Context: an optimization exercise on an open-source flow, tuned for small area. The choices shown serve that exercise and are no tape-out recipe.
Only simulation tests tie the RTL to the original design; equivalence was not proved.
Power and IR drop assume default switching activity.

==> flow/config.mk <==
export PLATFORM = sky130hd
export DESIGN_NAME = drac_espm_top
export DESIGN_NICKNAME = drac_espm_top
export VERILOG_FILES = /design/flow/design.v
export SDC_FILE = /design/flow/constraint.sdc
export NUM_CORES = 4
export LEC_CHECK = 0
export CAP_MARGIN = 20
export CORE_MARGIN = 2
export CORE_UTILIZATION = 45
export PLACE_DENSITY = 0.6
export SLEW_MARGIN = 20
==> flow/constraint.sdc <==
create_clock -name core_clock -period 6.0 [get_ports {sysclk}]
set_input_delay 1.2000 -clock core_clock [delete_from_list [all_inputs] [get_ports {sysclk}]]
set_output_delay 1.2000 -clock core_clock [all_outputs]
set_load 0.01 [all_outputs]
==> flow/design.v <==
package drac_pkg;
    typedef logic [31:0] word_t;     
    typedef logic [15:0] addr_t;     
    typedef logic [5:0]  slot_t;     
    typedef logic [23:0] pos_t;      
    localparam int FRAME_WORDS = 64;
    localparam int NUM_ENC     = 7;  
    localparam logic [3:0] ADDR_MAIN           = 4'h4;
    localparam logic [3:0] ADDR_ESPM           = 4'h9;
    localparam logic [3:0] ADDR_BOARD_SPECIFIC = 4'hB;
    localparam logic [3:0] OFF_ENC_LOAD = 4'h4;
    localparam logic [3:0] OFF_ENC_DATA = 4'h5;
    localparam slot_t SLOT_POS_BASE   = 6'd8;    
    localparam slot_t SLOT_ESII       = 6'h21;   
    localparam slot_t SLOT_INST_MODEL = 6'h22;
    localparam slot_t SLOT_INST_ID    = 6'h23;
    localparam pos_t  ENC_MIDRANGE = 24'h800000;
    localparam word_t FILL_WORD    = 32'h0000cccc;   
    localparam word_t BUILD_NUMBER = 32'd2;
endpackage
`timescale 1ns/1ps
module espm_rx_buffer
(
    input  logic  sysclk,
    input  logic  rst,
    input  logic  rx_load,
    input  drac_pkg::slot_t rx_sel,
    input  drac_pkg::word_t rx_data,
    input  logic  rx_crc_good,
    input  drac_pkg::slot_t shadow_raddr,
    output drac_pkg::word_t shadow_rdata,
    output logic [drac_pkg::NUM_ENC*24-1:0] pos_flat,     
    output drac_pkg::word_t esii_status,
    output drac_pkg::word_t inst_model,
    output drac_pkg::word_t inst_id,
    output logic  frame_copied
);
    typedef enum logic {ST_IDLE, ST_COPY} copy_state_t;
    drac_pkg::word_t stage_ram  [0:drac_pkg::FRAME_WORDS-1];
    drac_pkg::word_t shadow_ram [0:drac_pkg::FRAME_WORDS-1];
    drac_pkg::pos_t  pos        [1:drac_pkg::NUM_ENC];
    logic        load_q;
    drac_pkg::slot_t       sel_q;
    drac_pkg::word_t       data_q;
    copy_state_t state;
    drac_pkg::slot_t       copy_slot;
    drac_pkg::word_t       copy_word;
    always_ff @(posedge sysclk) begin
        if (rst) begin
            load_q <= 1'b0;
        end else begin
            load_q <= rx_load;
        end
        sel_q  <= rx_sel;
        data_q <= rx_data;
        if (load_q) begin
            stage_ram[sel_q] <= data_q;
        end
    end
    assign copy_word = stage_ram[copy_slot];
    always_comb begin
        for (int c = 1; c <= drac_pkg::NUM_ENC; c++) begin
            pos_flat[24*c-1 -: 24] = pos[c];
        end
    end
    always_ff @(posedge sysclk) begin
        if (rst) begin
            state        <= ST_IDLE;
            copy_slot    <= '0;
            frame_copied <= 1'b0;
        end else begin
            frame_copied <= 1'b0;
            case (state)
                ST_IDLE: begin
                    copy_slot <= '0;
                    if (rx_crc_good) begin
                        state <= ST_COPY;
                    end
                end
                ST_COPY: begin
                    copy_slot <= copy_slot + 6'd1;
                    if (copy_slot == drac_pkg::slot_t'(drac_pkg::FRAME_WORDS - 1)) begin
                        state        <= ST_IDLE;
                        frame_copied <= 1'b1;    
                    end
                end
                default: state <= ST_IDLE;
            endcase
        end
    end
    always_ff @(posedge sysclk) begin
        if (state == ST_COPY) begin
            shadow_ram[copy_slot] <= copy_word;
        end
    end
    always_ff @(posedge sysclk) begin
        if (rst) begin
            esii_status <= '0;
            inst_model  <= '0;
            inst_id     <= '0;
            for (int c = 1; c <= drac_pkg::NUM_ENC; c++) begin
                pos[c] <= '0;
            end
        end else if (state == ST_COPY) begin
            for (int c = 1; c <= drac_pkg::NUM_ENC; c++) begin
                if (copy_slot == drac_pkg::slot_t'(drac_pkg::SLOT_POS_BASE + c)) begin
                    pos[c] <= copy_word[23:0];
                end
            end
            if (copy_slot == drac_pkg::SLOT_ESII)       esii_status <= copy_word;
            if (copy_slot == drac_pkg::SLOT_INST_MODEL) inst_model  <= copy_word;
            if (copy_slot == drac_pkg::SLOT_INST_ID)    inst_id     <= copy_word;
        end
    end
    assign shadow_rdata = shadow_ram[shadow_raddr];     
endmodule
`timescale 1ns/1ps
module espm_comm_watchdog
#(
    parameter int WDOG_PERIOD = 1024
) (
    input  logic  sysclk,
    input  logic  rst,
    input  logic  rx_eof,
    input  logic  rx_crc_good,
    output drac_pkg::word_t crc_good_count,
    output drac_pkg::word_t crc_err_count,
    output logic  comm_good
);
    localparam int CNT_W = $clog2(WDOG_PERIOD);
    logic [CNT_W-1:0] win_cnt;
    logic             seen_good;     
    logic             win_end;
    assign win_end = (win_cnt == CNT_W'(WDOG_PERIOD - 1));
    always_ff @(posedge sysclk) begin
        if (rst) begin
            crc_good_count <= '0;
            crc_err_count  <= '0;
        end else begin
            if (rx_crc_good) begin
                crc_good_count <= crc_good_count + 32'd1;
            end
            if (rx_eof && !rx_crc_good) begin
                crc_err_count <= crc_err_count + 32'd1;
            end
        end
    end
    always_ff @(posedge sysclk) begin
        if (rst) begin
            win_cnt   <= '0;
            seen_good <= 1'b0;
            comm_good <= 1'b0;
        end else if (win_end) begin
            win_cnt   <= '0;
            comm_good <= seen_good | rx_crc_good;    
            seen_good <= 1'b0;
        end else begin
            win_cnt   <= win_cnt + 1'b1;
            seen_good <= seen_good | rx_crc_good;
        end
    end
endmodule
`timescale 1ns/1ps
module encoder_preload
(
    input  logic       sysclk,
    input  logic       rst,
    input  logic       reg_wen,
    input  drac_pkg::addr_t      reg_waddr,
    input  drac_pkg::word_t      reg_wdata,
    input  logic [drac_pkg::NUM_ENC*24-1:0] pos_flat,     
    input  logic [3:0] enc_sel,
    output drac_pkg::pos_t       enc_preload,
    output drac_pkg::pos_t       enc_position
);
    drac_pkg::pos_t       pos     [1:drac_pkg::NUM_ENC];
    drac_pkg::pos_t       preload [1:drac_pkg::NUM_ENC];
    drac_pkg::pos_t       offset  [1:drac_pkg::NUM_ENC];
    logic       load_wr;
    logic [3:0] wr_ch;
    assign load_wr = reg_wen && (reg_waddr[15:12] == drac_pkg::ADDR_MAIN)
                     && (reg_waddr[3:0] == drac_pkg::OFF_ENC_LOAD);
    assign wr_ch   = reg_waddr[7:4];
    always_comb begin
        for (int c = 1; c <= drac_pkg::NUM_ENC; c++) begin
            pos[c] = pos_flat[24*c-1 -: 24];
        end
    end
    always_ff @(posedge sysclk) begin
        if (rst) begin
            for (int c = 1; c <= drac_pkg::NUM_ENC; c++) begin
                preload[c] <= drac_pkg::ENC_MIDRANGE;
                offset[c]  <= '0;
            end
        end else if (load_wr) begin
            for (int c = 1; c <= drac_pkg::NUM_ENC; c++) begin
                if (wr_ch == 4'(c)) begin
                    preload[c] <= reg_wdata[23:0];
                    offset[c]  <= reg_wdata[23:0] - pos[c];     
                end
            end
        end
    end
    always_comb begin
        enc_preload  = '0;   
        enc_position = '0;
        for (int c = 1; c <= drac_pkg::NUM_ENC; c++) begin
            if (enc_sel == 4'(c)) begin
                enc_preload  = preload[c];
                enc_position = pos[c] + offset[c];
            end
        end
    end
endmodule
`timescale 1ns/1ps
module drac_reg_read
(
    input  logic  sysclk,
    input  logic  rst,
    input  drac_pkg::addr_t reg_raddr,
    input  drac_pkg::word_t shadow_rdata,
    input  drac_pkg::word_t esii_status,
    input  drac_pkg::word_t inst_model,
    input  drac_pkg::word_t inst_id,
    input  drac_pkg::word_t crc_good_count,
    input  drac_pkg::word_t crc_err_count,
    input  drac_pkg::pos_t  enc_preload,
    input  drac_pkg::pos_t  enc_position,
    output drac_pkg::addr_t raddr_q,
    output drac_pkg::word_t reg_rdata
);
    localparam logic [11:0] BS_CRC_ERR    = 12'h000;
    localparam logic [11:0] BS_CRC_GOOD   = 12'h001;
    localparam logic [11:0] BS_ESII       = 12'h010;
    localparam logic [11:0] BS_INST_MODEL = 12'h012;
    localparam logic [11:0] BS_INST_ID    = 12'h013;
    localparam logic [11:0] BS_BUILD      = 12'hfff;
    drac_pkg::word_t main_rdata;
    drac_pkg::word_t board_rdata;
    drac_pkg::word_t mux_rdata;
    always_comb begin
        case (raddr_q[3:0])
            drac_pkg::OFF_ENC_LOAD: main_rdata = {8'h00, enc_preload};
            drac_pkg::OFF_ENC_DATA: main_rdata = {8'h00, enc_position};
            default:      main_rdata = drac_pkg::FILL_WORD;
        endcase
    end
    always_comb begin
        case (raddr_q[11:0])
            BS_CRC_ERR:    board_rdata = crc_err_count;
            BS_CRC_GOOD:   board_rdata = crc_good_count;
            BS_ESII:       board_rdata = esii_status;
            BS_INST_MODEL: board_rdata = inst_model;
            BS_INST_ID:    board_rdata = inst_id;
            BS_BUILD:      board_rdata = drac_pkg::BUILD_NUMBER;
            default:       board_rdata = drac_pkg::FILL_WORD;
        endcase
    end
    always_comb begin
        case (raddr_q[15:12])
            drac_pkg::ADDR_MAIN:           mux_rdata = main_rdata;
            drac_pkg::ADDR_ESPM:           mux_rdata = shadow_rdata;   
            drac_pkg::ADDR_BOARD_SPECIFIC: mux_rdata = board_rdata;
            default:             mux_rdata = '0;
        endcase
    end
    always_ff @(posedge sysclk) begin
        if (rst) begin
            raddr_q   <= '0;
            reg_rdata <= '0;
        end else begin
            raddr_q   <= reg_raddr;
            reg_rdata <= mux_rdata;
        end
    end
endmodule
`timescale 1ns/1ps
module drac_espm_top
#(
    parameter int WDOG_PERIOD = 1024
) (
    input  logic  sysclk,
    input  logic  rst,
    input  logic  rx_load,
    input  drac_pkg::slot_t rx_sel,
    input  drac_pkg::word_t rx_data,
    input  logic  rx_eof,
    input  logic  rx_crc_good,
    input  logic  reg_wen,
    input  drac_pkg::addr_t reg_waddr,
    input  drac_pkg::word_t reg_wdata,
    input  drac_pkg::addr_t reg_raddr,
    output drac_pkg::word_t reg_rdata,
    output logic  comm_good,
    output logic  esii_good,
    output logic  frame_copied
);
    drac_pkg::addr_t raddr_q;
    drac_pkg::word_t shadow_rdata;
    logic [drac_pkg::NUM_ENC*24-1:0] pos_flat;
    drac_pkg::word_t esii_status;
    drac_pkg::word_t inst_model;
    drac_pkg::word_t inst_id;
    drac_pkg::word_t crc_good_count;
    drac_pkg::word_t crc_err_count;
    drac_pkg::pos_t  enc_preload;
    drac_pkg::pos_t  enc_position;
    assign esii_good = esii_status[1];
    espm_rx_buffer espm_rx_buffer_inst (
        .sysclk(sysclk), .rst(rst),
        .rx_load(rx_load), .rx_sel(rx_sel), .rx_data(rx_data), .rx_crc_good(rx_crc_good),
        .shadow_raddr(raddr_q[5:0]), .shadow_rdata(shadow_rdata),
        .pos_flat(pos_flat), .esii_status(esii_status), .inst_model(inst_model), .inst_id(inst_id),
        .frame_copied(frame_copied)
    );
    espm_comm_watchdog #(.WDOG_PERIOD(WDOG_PERIOD)) espm_comm_watchdog_inst (
        .sysclk(sysclk), .rst(rst),
        .rx_eof(rx_eof), .rx_crc_good(rx_crc_good),
        .crc_good_count(crc_good_count), .crc_err_count(crc_err_count),
        .comm_good(comm_good)
    );
    encoder_preload encoder_preload_inst (
        .sysclk(sysclk), .rst(rst),
        .reg_wen(reg_wen), .reg_waddr(reg_waddr), .reg_wdata(reg_wdata),
        .pos_flat(pos_flat), .enc_sel(raddr_q[7:4]),      
        .enc_preload(enc_preload), .enc_position(enc_position)
    );
    drac_reg_read drac_reg_read_inst (
        .sysclk(sysclk), .rst(rst), .reg_raddr(reg_raddr),
        .shadow_rdata(shadow_rdata), .esii_status(esii_status),
        .inst_model(inst_model), .inst_id(inst_id),
        .crc_good_count(crc_good_count), .crc_err_count(crc_err_count),
        .enc_preload(enc_preload), .enc_position(enc_position),
        .raddr_q(raddr_q), .reg_rdata(reg_rdata)
    );
endmodule
==> flow/run.sh <==
#!/bin/bash
# synth_recipe.tcl (not shown) runs the flow's synth.tcl, then flattens the netlist and writes it again
# the make line also repeats each setting of config.mk as NAME=value (left out here)
make -C /OpenROAD-flow-scripts/flow DESIGN_CONFIG=/design/flow/config.mk WORK_HOME=/design/flow/orfs CLKGATE_MAP_FILE= SYNTH_SCRIPT=/design/flow/synth_recipe.tcl finish
==> results.py <==
metrics = {
    "floorplanning": {
        "rows": 241,
        "ios": 143,
        "initial_utilization_pct": 45.3,
        "die_y_um": 663,
        "coreArea_mm2": 0.432,
        "die-area_mm2": 0.439,
        "die_w_um": 663,
    },
    "logic_synthesis": {
        "synthArstFlopShare_pct": 0,
        "yosysTopAreaCell": "edfxtp_1",
        "yosysTopAreaCellShare_pct": 63.0,
        "ys_seq_elements": 4867,
        "ys_warn_count": 8,
        "synth.distinct_cells": 83,
        "synth_common_cells": "edfxtp_1, a22oi_1, nor2_1",
        "synth_cells": 12444,
        "synth_edf_count": 4096,
        "synth.avg_cell_area_um2": 15.7,
        "synth_most_common_cell": "edfxtp_1",
        "yosysSeqAreaShare_pct": 70.9,
        "synthFlopType": "edfxtp_1",
        "netlist_area_mm2": 0.195,
        "synth.area.top_cells": "edfxtp_1, dfxtp_1, mux4_2, a22oi_1, ha_1",
        "syn-num-nets": 12895,
    },
    "global_routing": {
        "overflow": 0,
        "antenna_found_initial": 47,
        "grt_usage_pct": 27.4,
        "grt_pass1_wl_um": 868000,
        "first_global_vias": 117016,
        "grt_max_degree": 179,
    },
    "pwr": {
        "powerDensity_mw_per_mm2": 317,
        "vdd_ir_drop_max_mv": 0.284,
        "leakagePower_nw": 70.4,
    },
    "setup_path": {
        "cp.required_ps": 6710,
        "cp-startpoint": "espm_rx_buffer_inst.copy_slot[0]$_SDFF_PP0_",
        "endpoint_kind": "register",
        "ff2ff_path_depth": 8,
        "endpoint": "espm_rx_buffer_inst.shadow_ram[32][14]$_DFFE_PP_",
        "r2r-end": "espm_rx_buffer_inst.shadow_ram[32][14]$_DFFE_PP_",
        "worstSetupStartpointType": "register",
        "cp_max_fo": 43,
        "reg2reg_slack_ps": 930,
        "path_class": "reg -> reg",
        "worst_ep_arrival_time_ps": 5780,
        "r2r-start": "espm_rx_buffer_inst.copy_slot[0]$_SDFF_PP0_",
    },
    "finish": {
        "final_layout_size_suffix_gt1_share_pct": 16.2,
        "stdcell_count": 18970,
        "nets": 13304,
        "area_growth_pct": 14.3,
    },
    "outcome": {
        "outcome": "no timing/DRC/antenna violations",
    },
    "clock_network": {
        "cts_max_path_buffers": 4,
        "cts_resized": 0,
        "clk_pin_slew_ps": 60,
        "ctsHoldBuffers": 0,
        "clkSinkCount": 4867,
        "cts_max_level": 6,
        "numCtsBuffers": 521,
        "cts-root-buf": "clkbuf_16",
        "clk_latency_ps": 1070,
        "postCtsSetupBuffers": 0,
        "cts_tree": "yes",
    },
    "place": {
        "io_buffer_count": 130,
        "dpl.hpwl_um": 371000,
        "placedCellCount": 18033,
        "place_congestion": 0.922,
        "pre_cts_ws_ps": 388,
    },
    "sta": {
        "whs_ps": 454,
        "setup_ws_ps": 929,
        "hold_viol_final": 0,
        "min_period_ps": 5070,
        "drv_slew": 0,
        "fmaxAchievable_mhz": 197,
        "worst_slew_pin_slew_ps": 1260,
        "grt_setup_unrepaired": "no",
        "period_share_pct": 84.5,
        "timing.slew.headroom_pct": 15.3,
        "setup_viol": 0,
        "finClkSkew_ps": 93.6,
        "setup_tns_ps": 0,
    },
    "routing": {
        "drc": 0,
        "via_per_inst": 6.37,
        "ant_nets": 0,
        "wl_um": 619000,
        "drt-pass1-iter-count": 8,
        "num_vias": 120872,
        "wl_per_cell_um": 32.6,
        "drtIter0Drc": 16569,
    },
    "flow_run": {
        "drv_cap": 0,
    },
    "worst_hold_path": {
        "hold_path.class": "reg -> reg",
    },
}
registers in the layout (all words and copies together), names as in the netlist, 168 cells and up:
register,flops
espm_rx_buffer_inst.shadow_ram,2048
espm_rx_buffer_inst.stage_ram,2048
encoder_preload_inst.offset,168
encoder_preload_inst.preload,168
espm_rx_buffer_inst.pos,168
how the worst min path moves through the flow:
stage	startpoint	endpoint	slack, ps	cells after the start
detailed placement	encoder_preload_inst.preload[6][12]$_SDFFE_PP0P_	encoder_preload_inst.preload[6][12]$_SDFFE_PP0P_	450	2
global route	encoder_preload_inst.preload[3][4]$_SDFFE_PP0P_	encoder_preload_inst.preload[3][4]$_SDFFE_PP0P_	460	2
floorplan	espm_comm_watchdog_inst.seen_good$_SDFF_PP0_	espm_comm_watchdog_inst.seen_good$_SDFF_PP0_	420	2
finish	encoder_preload_inst.preload[5][11]$_SDFFE_PP0P_	encoder_preload_inst.preload[5][11]$_SDFFE_PP0P_	450	2
CTS	encoder_preload_inst.preload[6][12]$_SDFFE_PP0P_	encoder_preload_inst.preload[6][12]$_SDFFE_PP0P_	450	2
global placement	encoder_preload_inst.preload[6][15]$_SDFFE_PP0P_	encoder_preload_inst.preload[6][15]$_SDFFE_PP0P_	440	2
cell families after synthesis:
group           Yosys count  synth area share, %
flops                  4867                 70.9
compound gates         2859                 10.2
simple gates           2400                 5.50
buf+inv                 961                 1.90
mux                     694                 7.87
fa+ha+maj               343                 2.25
xor+xnor                320                 1.43
cells in the final DEF, fill, tap and decap left out, drive strengths merged, types with 228 or more instances in the layout:
cell type / count
a211oi: 228
a21oi: 645
a22oi: 1007
buf: 487
clkbuf: 712
dfxtp: 771
edfxtp: 4096
ha: 329
inv: 265
mux4: 672
nand2: 796
nor2: 814
report_power, final:
| part | switching (mW) | leakage (nW) | internal, mW | total, mW |
|---|---|---|---|---|
| combinational | 1.89 | 19.4 | 1.01 | 2.90 |
| sequential | 0.254 | 43.1 | 36.7 | 37.0 |
| clock | 13.3 | 7.94 | 17.7 | 31.0 |
layer usage:
layer / track usage (%) / vias to the layer above / routed length [µm]
met1: 38.1 / 62216 / 244000
met2: 41.8 / 6991 / 276000
li1: - / 50399 / -
met3: 6.58 / 1252 / 71300
met5: 0.163 / - / 164
met4: 10.7 / 14 / 27800
critical path: stages (launching register included):
cell	delay (ps)
dfxtp_1	530
inv_1	220
and3_4	440
buf_4	450
a22oi_1	280
a41oi_1	210
a2111oi_0	910
nand3_4	990
buf_12	520
per-stage QoR:
stage | util (%) | total power, mW | area, µm²
2_1_floorplan | - | 39.2 | 195000
3_3_place_gp | 47.9 | 40.5 | 207000
3_5_place_dp | 47.9 | 40.6 | 207000
4_1_cts | 51.7 | 71.2 | 223000
5_1_grt | 51.8 | 72.6 | 223000
6_report | 51.8 | 70.9 | 223000
area by class of cell:
class	instances	area [µm²]
antenna	13	32.5
inverter	236	887
clock buffer	712	14400
sequential	4867	139000
clock inverter	205	1860
tap	5710	7140
multi-input combinational	6616	54700
timing repair buffer	611	5740
fill	34481	208000

-- afterwards: timing with drivers on the ports --
No port has a modelled driver above. Below, the same layout with a new extraction and two added sets of constraints.
Step 1 (the two cells are an assumption about what drives the block):
set clk [get_ports {sysclk}]
set_driving_cell -lib_cell sky130_fd_sc_hd__clkbuf_16 $clk
set_driving_cell -lib_cell sky130_fd_sc_hd__buf_2 [delete_from_list [all_inputs] $clk]
Step 2 moves the port delays by t, midway between the first and last clock arrival at a register: inputs arrive t later, outputs are due t later. That takes back most of the time a late clock gives input paths.
Slacks: ideal / step 1 / step 2; pairs: ideal / step 1.
t, ns: 1.138
slack for setup (ns): 0.929 / 0.929 / 0.193
worst setup path at the end: input to register
latest minus earliest clock arrival (ns): 0.094 / 0.094
worst data-port slew with drivers (ns): 0.09
After both steps setup and hold are still met in this run. For this run, drivers alone change the setup slack by 0.000 ns; drivers and shift together by -0.736 ns.
